This is an optimization exercise on Yosys and OpenROAD, whose aim is small area, a short achievable clock period and few clock cycles, not a production implementation.
In this exercise RTL edits were held to simulation tests only and were not proved equivalent to the original.

## flow/config.mk

```make
export PLATFORM = sky130hd
export DESIGN_NAME = ced_top
export DESIGN_NICKNAME = ced_top
export VERILOG_FILES = /design/flow/design.v
export SDC_FILE = /design/flow/constraint.sdc
export NUM_CORES = 4
export LEC_CHECK = 0
export CAP_MARGIN = 20
export CORE_MARGIN = 2
export CORE_UTILIZATION = 40
export PLACE_DENSITY = 0.6
export SLEW_MARGIN = 20
```

## flow/constraint.sdc

```tcl
create_clock -name core_clock -period 70.0 [get_ports {clk}]
set_input_delay 14.0000 -clock core_clock [delete_from_list [all_inputs] [get_ports {clk}]]
set_output_delay 14.0000 -clock core_clock [all_outputs]
set_load 0.01 [all_outputs]
```

## flow/design.v

```verilog
package ced_pkg;
  typedef logic [7:0]  pixel_t;
  typedef logic [13:0] img_addr_t;
  typedef logic [13:0] out_addr_t;
  typedef logic signed [12:0] grad_t;
  typedef logic [12:0]        mag_t;
  typedef logic [3:0] tap_idx_t;
  typedef enum logic [12:0] {
    ANG_0   = 13'd0,
    ANG_45  = 13'd45,
    ANG_90  = 13'd90,
    ANG_135 = 13'd135
  } angle_e;
  typedef struct packed {
    logic     valid;
    tap_idx_t idx;
    logic     last;
  } tap_t;
  typedef struct packed {
    grad_t gx;
    grad_t gy;
  } grad_pair_t;
  typedef struct packed {
    mag_t      mag;
    angle_e    ang;
    out_addr_t addr;
  } grad_word_t;
  localparam int RATIO_W = 29;
  localparam logic signed [RATIO_W-1:0] TAN_LO = 'h6A09;
  localparam logic signed [RATIO_W-1:0] TAN_HI = 'h26A09;
endpackage
`timescale 1ns/1ns
module window_decode
#(
  parameter int IMG_SIZE = 128
) (
  input  logic      clk,
  input  logic      rst,
  input  logic      enable,
  output logic      ird,
  output ced_pkg::img_addr_t iaddr,
  output ced_pkg::tap_t      tap
);
  localparam int OUT_SIZE = IMG_SIZE - 2;
  localparam int CNT_W    = $clog2(IMG_SIZE);
  localparam ced_pkg::img_addr_t ROW_STEP     = ced_pkg::img_addr_t'(IMG_SIZE);
  localparam ced_pkg::img_addr_t FIRST_CENTRE = ced_pkg::img_addr_t'(IMG_SIZE + 1);
  localparam logic [CNT_W-1:0] LAST_POS = CNT_W'(OUT_SIZE - 1);
  typedef enum logic [1:0] {
    IDLE,
    RUN,
    FINISHED
  } state_e;
  state_e           state;
  ced_pkg::tap_idx_t         tap_cnt;
  logic [CNT_W-1:0] col_cnt;
  logic [CNT_W-1:0] row_cnt;
  ced_pkg::img_addr_t        centre;
  logic             last_tap;
  logic             last_col;
  logic             last_row;
  assign last_tap = (tap_cnt == 4'd8);
  assign last_col = (col_cnt == LAST_POS);
  assign last_row = (row_cnt == LAST_POS);
  assign ird      = (state == RUN);
  always_ff @(posedge clk or posedge rst) begin
    if (rst) begin
      state <= IDLE;
    end else begin
      case (state)
        IDLE: if (enable) state <= RUN;
        RUN: if (last_tap && last_col && last_row) state <= FINISHED;
        default: state <= FINISHED;
      endcase
    end
  end
  always_ff @(posedge clk or posedge rst) begin
    if (rst) begin
      tap_cnt <= '0;
      col_cnt <= '0;
      row_cnt <= '0;
      centre  <= FIRST_CENTRE;
    end else if (ird) begin
      tap_cnt <= last_tap ? '0 : tap_cnt + 4'd1;
      if (last_tap) begin
        if (last_col) begin
          col_cnt <= '0;
          row_cnt <= row_cnt + 1'b1;
          centre  <= centre + ced_pkg::img_addr_t'(3);
        end else begin
          col_cnt <= col_cnt + 1'b1;
          centre  <= centre + ced_pkg::img_addr_t'(1);
        end
      end
    end
  end
  always_comb begin
    case (tap_cnt)
      4'd0: iaddr = centre - ROW_STEP - ced_pkg::img_addr_t'(1);
      4'd1: iaddr = centre - ROW_STEP;
      4'd2: iaddr = centre - ROW_STEP + ced_pkg::img_addr_t'(1);
      4'd3: iaddr = centre - ced_pkg::img_addr_t'(1);
      4'd5: iaddr = centre + ced_pkg::img_addr_t'(1);
      4'd6: iaddr = centre + ROW_STEP - ced_pkg::img_addr_t'(1);
      4'd7: iaddr = centre + ROW_STEP;
      4'd8: iaddr = centre + ROW_STEP + ced_pkg::img_addr_t'(1);
      default: iaddr = centre;
    endcase
  end
  always_ff @(posedge clk or posedge rst) begin
    if (rst) begin
      tap <= '0;
    end else begin
      tap.valid <= ird;
      tap.idx   <= tap_cnt;
      tap.last  <= ird && last_tap;
    end
  end
endmodule
`timescale 1ns/1ns
module sobel_execute
(
  input  logic       clk,
  input  logic       rst,
  input  ced_pkg::pixel_t     idata,
  input  ced_pkg::tap_t       tap,
  output ced_pkg::grad_pair_t grad,
  output logic       grad_valid
);
  ced_pkg::grad_t px;
  ced_pkg::grad_t px2;
  ced_pkg::grad_t wx;
  ced_pkg::grad_t wy;
  ced_pkg::grad_t sum_x;
  ced_pkg::grad_t sum_y;
  ced_pkg::grad_t base_x;
  ced_pkg::grad_t base_y;
  ced_pkg::grad_t next_x;
  ced_pkg::grad_t next_y;
  assign px  = {5'b0, idata};
  assign px2 = px <<< 1;
  always_comb begin
    wx = '0;
    wy = '0;
    case (tap.idx)
      4'd0: begin
        wx = -px;
        wy = -px;
      end
      4'd1: wy = -px2;
      4'd2: begin
        wx = px;
        wy = -px;
      end
      4'd3: wx = -px2;
      4'd5: wx = px2;
      4'd6: begin
        wx = -px;
        wy = px;
      end
      4'd7: wy = px2;
      4'd8: begin
        wx = px;
        wy = px;
      end
      default: begin
        wx = '0;
        wy = '0;
      end
    endcase
  end
  assign base_x = (tap.idx == 4'd0) ? '0 : sum_x;
  assign base_y = (tap.idx == 4'd0) ? '0 : sum_y;
  assign next_x = base_x + wx;
  assign next_y = base_y + wy;
  always_ff @(posedge clk) begin
    if (tap.valid) begin
      sum_x <= next_x;
      sum_y <= next_y;
    end
    if (tap.valid && tap.last) begin
      grad.gx <= next_x;
      grad.gy <= next_y;
    end
  end
  always_ff @(posedge clk or posedge rst) begin
    if (rst) begin
      grad_valid <= 1'b0;
    end else begin
      grad_valid <= tap.valid && tap.last;
    end
  end
endmodule
`timescale 1ns/1ns
module gradient_result
#(
  parameter int IMG_SIZE = 128
) (
  input  logic       clk,
  input  logic       rst,
  input  ced_pkg::grad_pair_t grad,
  input  logic       grad_valid,
  output logic       grad_wr,
  output ced_pkg::grad_word_t grad_out,
  output logic       done
);
  localparam int OUT_SIZE = IMG_SIZE - 2;
  localparam ced_pkg::out_addr_t LAST_ADDR = ced_pkg::out_addr_t'(OUT_SIZE * OUT_SIZE - 1);
  ced_pkg::grad_t                     gx;
  ced_pkg::grad_t                     gy;
  ced_pkg::mag_t                      abs_gx;
  ced_pkg::mag_t                      abs_gy;
  ced_pkg::mag_t                      mag;
  logic signed [ced_pkg::RATIO_W-1:0] dividend;
  logic signed [ced_pkg::RATIO_W-1:0] divisor;
  logic signed [ced_pkg::RATIO_W-1:0] ratio;
  ced_pkg::angle_e                    ang;
  ced_pkg::out_addr_t                 wr_addr;
  assign gx = grad.gx;
  assign gy = grad.gy;
  assign abs_gx = gx[12] ? ced_pkg::mag_t'(-gx) : ced_pkg::mag_t'(gx);
  assign abs_gy = gy[12] ? ced_pkg::mag_t'(-gy) : ced_pkg::mag_t'(gy);
  assign mag    = abs_gx + abs_gy;
  assign dividend = {gy, 16'b0};
  assign divisor  = (gx == '0) ? 1 : gx;
  assign ratio    = dividend / divisor;
  always_comb begin
    if (gx == '0 && gy == '0) begin
      ang = ced_pkg::ANG_0;
    end else if (gx == '0) begin
      ang = ced_pkg::ANG_90;
    end else if (ratio > -ced_pkg::TAN_LO && ratio < ced_pkg::TAN_LO) begin
      ang = ced_pkg::ANG_0;
    end else if (ratio >= ced_pkg::TAN_LO && ratio <= ced_pkg::TAN_HI) begin
      ang = ced_pkg::ANG_45;
    end else if (ratio >= -ced_pkg::TAN_HI && ratio <= -ced_pkg::TAN_LO) begin
      ang = ced_pkg::ANG_135;
    end else begin
      ang = ced_pkg::ANG_90;
    end
  end
  always_ff @(posedge clk or posedge rst) begin
    if (rst) begin
      grad_wr <= 1'b0;
      wr_addr <= '0;
      done    <= 1'b0;
    end else begin
      grad_wr <= grad_valid;
      if (grad_valid) begin
        wr_addr <= wr_addr + ced_pkg::out_addr_t'(1);
      end
      if (grad_wr && grad_out.addr == LAST_ADDR) begin
        done <= 1'b1;
      end
    end
  end
  always_ff @(posedge clk or posedge rst) begin
    if (rst) begin
      grad_out.mag  <= '0;
      grad_out.ang  <= ced_pkg::ANG_0;
      grad_out.addr <= '0;
    end else if (grad_valid) begin
      grad_out.mag  <= mag;
      grad_out.ang  <= ang;
      grad_out.addr <= wr_addr;
    end
  end
endmodule
`timescale 1ns/1ns
module ced_top
#(
  parameter int IMG_SIZE = 128
) (
  input  logic       clk,
  input  logic       rst,
  input  logic       enable,
  output logic       ird,
  output logic [13:0] iaddr,
  input  logic [7:0]  idata,
  output logic        grad_wr,
  output logic [39:0] grad_out,
  output logic       done
);
  ced_pkg::tap_t       tap;
  ced_pkg::grad_pair_t grad;
  logic       grad_valid;
  ced_pkg::grad_word_t grad_word;
  assign grad_out = grad_word;
  window_decode #(
    .IMG_SIZE (IMG_SIZE)
  ) u_window_decode (
    .clk    (clk),
    .rst    (rst),
    .enable (enable),
    .ird    (ird),
    .iaddr  (iaddr),
    .tap    (tap)
  );
  sobel_execute u_sobel_execute (
    .clk        (clk),
    .rst        (rst),
    .idata      (idata),
    .tap        (tap),
    .grad       (grad),
    .grad_valid (grad_valid)
  );
  gradient_result #(
    .IMG_SIZE (IMG_SIZE)
  ) u_gradient_result (
    .clk        (clk),
    .rst        (rst),
    .grad       (grad),
    .grad_valid (grad_valid),
    .grad_wr    (grad_wr),
    .grad_out   (grad_word),
    .done       (done)
  );
endmodule
```

## flow/run.sh

```bash
#!/bin/bash
# synth_recipe.tcl (not shown) runs the flow's synth.tcl, then flattens the netlist and writes it again
# the make line also repeats each setting of config.mk as NAME=value (left out here)
make -C /OpenROAD-flow-scripts/flow DESIGN_CONFIG=/design/flow/config.mk WORK_HOME=/design/flow/orfs CLKGATE_MAP_FILE= SYNTH_SCRIPT=/design/flow/synth_recipe.tcl finish
```

==> impl_metrics.json <==
{
  "nNetsFinal": 5638,
  "row_count": 109,
  "root_buffer": "clkbuf_16",
  "status": "complete, no violations",
  "start_util": 0.403,
  "critPathKind": "reg -> reg",
  "setup_viol": 0,
  "cp_slowest_cell": "or3b_2",
  "fin_skew_ns": 0.0162,
  "setup_slack_ns": 3.72,
  "wl_per_cell_um": 20.4,
  "grt_pass1_vias": 34776,
  "slew_violations": 0,
  "fin_crit_ns": 66.28,
  "numCtsBuffers": 17,
  "fin_util": 0.455,
  "finalCritPeriodShare": 0.947,
  "crit_start": "u_sobel_execute.grad[13]$_DFFE_PP_",
  "tightest_slew_ns": 1.03,
  "yosysWarnings": 3,
  "yosysSeqAreaShare": 0.107,
  "n_antenna_cell": 0,
  "dp_slack_ns": -2.01,
  "postRouteAntennaNets": 0,
  "hold_violations": 0,
  "vias": 38320,
  "hpwl_mm": 103,
  "cts_tree": "built",
  "grt_max_degree": 67,
  "cp_slowest_stage_delay_ns": 0.59,
  "nFillCells": 8969,
  "fp.coreArea_um2": 88200,
  "r2r_slack_ns": 3.72,
  "wirelength_mm": 129,
  "clock_path_buffers": 2,
  "critPathCaptureType": "flop",
  "drcViolationCount": 0,
  "synth_edf_count": 52,
  "antenna_found_initial": 0,
  "ff2ff_path_depth": 282,
  "synth_cell_type_count": 98,
  "clock_latency_ns": 0.45,
  "hp-class": "reg -> reg",
  "htree_levels": 4,
  "pin_count": 68,
  "cap_viol_max_count": 0,
  "gp_congestion": 0.981,
  "ys_ff_latch": 142,
  "grt_pass1_wl_mm": 200,
  "dieArea_um2": 91400,
  "firstDrtPassIters": 5,
  "crit_path_start_kind": "flop",
  "cp_max_fo": 20,
  "required_ns": 70.34,
  "endpoint": "u_gradient_result.grad_out[20]$_DFFE_PP0P_",
  "arrival_ns": 66.62,
  "overflow": 0,
  "async_reset_ff_frac": 0.634,
  "dieHeight_um": 302,
  "cts_hold_buf": 0,
  "synthFlopType": "dfrtp_1",
  "synth_area_per_cell_um2": 7.19,
  "track_usage": 0.273,
  "place_inst": 6273,
  "slew_headroom": 0.304,
  "drive_gt1_frac": 0.0922,
  "cpMostUsedCell": "ha_1",
  "vias_per_cell": 6.06,
  "io_buffers": 62,
  "min_from": "u_window_decode.row_cnt[4]$_DFFE_PP0P_",
  "drt_iter0_drc": 3322,
  "r2r-start": "u_sobel_execute.grad[13]$_DFFE_PP_",
  "rr_endpoint": "u_gradient_result.grad_out[20]$_DFFE_PP0P_",
  "synth_area_um2": 35600,
  "stdcell_count": 6326,
  "clock_sinks": 142,
  "area_growth_pct": 12.9,
  "die_w_um": 302,
  "max_clock_freq_mhz": 15.1,
  "clkSlewWorstSetupHoldPaths_ns": 0.08,
  "synthCells": 4953
}
## cell families (layout without fill, tap and decap cells)
kind of cell | count (synthesis) | after routing | synth area share
other | 2 | 141 | 0.000211
AOI/OAI and AO/OA | 1682 | 1682 | 0.310
adders and majority gates | 479 | 479 | 0.169
DFF | 142 | 142 | 0.107
xor gates and xnor gates | 447 | 447 | 0.110
buffers and inverters | 400 | 469 | 0.0432
and+or+nand+nor | 1699 | 1699 | 0.228
muxes | 102 | 102 | 0.0316
## area by class of cell
type	count	area [um^2]	share of cell area
Timing Repair Buffer	225	1910	0.0476
Multi-Input combinational cell	4550	31600	0.787
Sequential cell	142	3820	0.0950
Clock buffer	20	468	0.0116
Tap cell	1165	1460	0.0363
Clock inverter	12	97.6	0.00243
Inverter	212	805	0.0200
## worst min-delay path by stage
stage / depth (start not counted) / slack, ns / endpoint
after global routing: 1 / 0.49 / u_gradient_result.done$_DFFE_PP0P_
after detailed placement: 1 / 0.46 / u_window_decode.state[1]$_DFFE_PP0P_
after CTS: 1 / 0.47 / u_window_decode.row_cnt[4]$_DFFE_PP0P_
after floorplan: 0 / 0.35 / u_window_decode.tap[3]$_DFF_PP0_
after global placement: 2 / 0.45 / u_window_decode.col_cnt[5]$_DFFE_PP0P_
final: 1 / 0.46 / u_window_decode.row_cnt[4]$_DFFE_PP0P_
## metrics by stage
step           hold slack, ns  setup TNS [ns]  area, um^2
2_1_floorplan           0.352               0       36100
3_3_place_gp            0.452          -10.04       38800
3_5_place_dp            0.458          -11.11       38800
4_1_cts                 0.472               0       39400
5_1_grt                 0.490          -0.751       40200
6_report                0.464               0       40200
## Yosys cell counts, types with 88 or more instances
library cell / instances / area [um^2]
a21o_1: 168 / 1260
a21oi_1: 463 / 2320
a31oi_1: 89 / 557
clkbuf_1: 150 / 563
dfrtp_1: 88 / 2200
ha_1: 475 / 5940
inv_1: 209 / 785
nand2_1: 470 / 1760
nand3_1: 132 / 661
nor2_1: 468 / 1760
nor3_1: 127 / 636
o21ai_0: 306 / 1530
xnor2_1: 311 / 2720
xor2_1: 136 / 1190
## critical path, delay by kind of cell (launching register included)
kind | cells | cell delay, ns
multiplexers | 8 | 2.53
buffers and inverters | 28 | 5.20
AO/OA/AOI/OAI | 131 | 29.70
flip-flops | 1 | 0.53
XOR/XNOR | 1 | 0.15
AND/OR/NAND/NOR | 82 | 17.81
adder cells (fa/ha/maj) | 32 | 10.13
## metal layers
metal | vias up | wire [um] | global-route usage
li1 | 18753 | - | -
met1 | 18065 | 62100 | 0.405
met2 | 1333 | 55700 | 0.425
met3 | 169 | 8530 | 0.0260
met4 | 0 | 2970 | 0.0619
met5 | - | 0 | 0
## layout by cell type, fill, tap and decap left out, types with 47 or more instances in the layout
cell | Yosys | final
xnor2_1 | 311 | 309
nand3_1 | 132 | 130
and2_1 | 81 | 79
o21a_1 | 77 | 74
a21o_1 | 168 | 166
inv_1 | 209 | 206
or3_1 | 62 | 62
nand2b_1 | 48 | 47
dfrtp_1 | 88 | 87
mux2_2 | 74 | 74
clkdlybuf4s50_1 | 0 | 62
nor3_1 | 127 | 124
ha_1 | 475 | 474
buf_4 | 7 | 154
and3_1 | 64 | 63
a31oi_1 | 89 | 80
o21ai_0 | 306 | 296
conb_1 | 2 | 141
o21bai_1 | 67 | 66
nand2_1 | 470 | 465
a21oi_1 | 463 | 451
o211ai_1 | 67 | 67
nand4_1 | 68 | 68
xor2_1 | 136 | 127
edfxtp_1 | 52 | 52
nor2_1 | 468 | 455
## flip-flops by register name, indices dropped and copies added, names as in the netlist, 6 cells and up
| name | cells |
|---|---|
| u_window_decode.centre | 14 |
| u_gradient_result.grad_out | 33 |
| u_window_decode.tap | 6 |
| u_window_decode.row_cnt | 7 |
| u_sobel_execute.sum_x | 13 |
| u_sobel_execute.grad | 26 |
| u_window_decode.col_cnt | 7 |
| u_gradient_result.wr_addr | 14 |
| u_sobel_execute.sum_y | 13 |
## what timing repair did
item | 4_1_cts | 5_1_grt
setup buffers | 3 | 18
hold endpoints to repair | 0 | 0
resized for setup | 25 | 134
setup endpoints to repair | 6 | 6
pin swaps | 1 | 12
Testbench counts, summed over its fixed seeds: cycles 1,143,112.

-- afterwards: timing with drivers on the ports --
In the flow no input, the clock included, has a driving cell. The finished layout below was timed again as built, in two steps.
Step 1: set_driving_cell puts a clkbuf_16 on clk and a buf_2 on each other input, an assumption about the parent block.
Step 2 adds t to the input delays and takes it off the output delays; t is the mean of the earliest and latest rising clock arrival at the registers after step 1. Input paths then give back, and output paths get back, about the clock's delay inside the block.
Three values: ideal, step 1, step 2; two values: the first two.
shift t [ns]: 0.496
setup slack, ns: 3.719 / 3.719 / 3.719
hold WS [ns]: 0.464 / 0.464 / 0.464
latest minus earliest clock arrival (ns): 0.020 / 0.019
worst register clock-pin slew, ns: 0.08 / 0.08
After both steps setup and hold are still met in this run. The setup slack of this run moves by 0.000 ns with the drivers and by 0.000 ns with both steps.
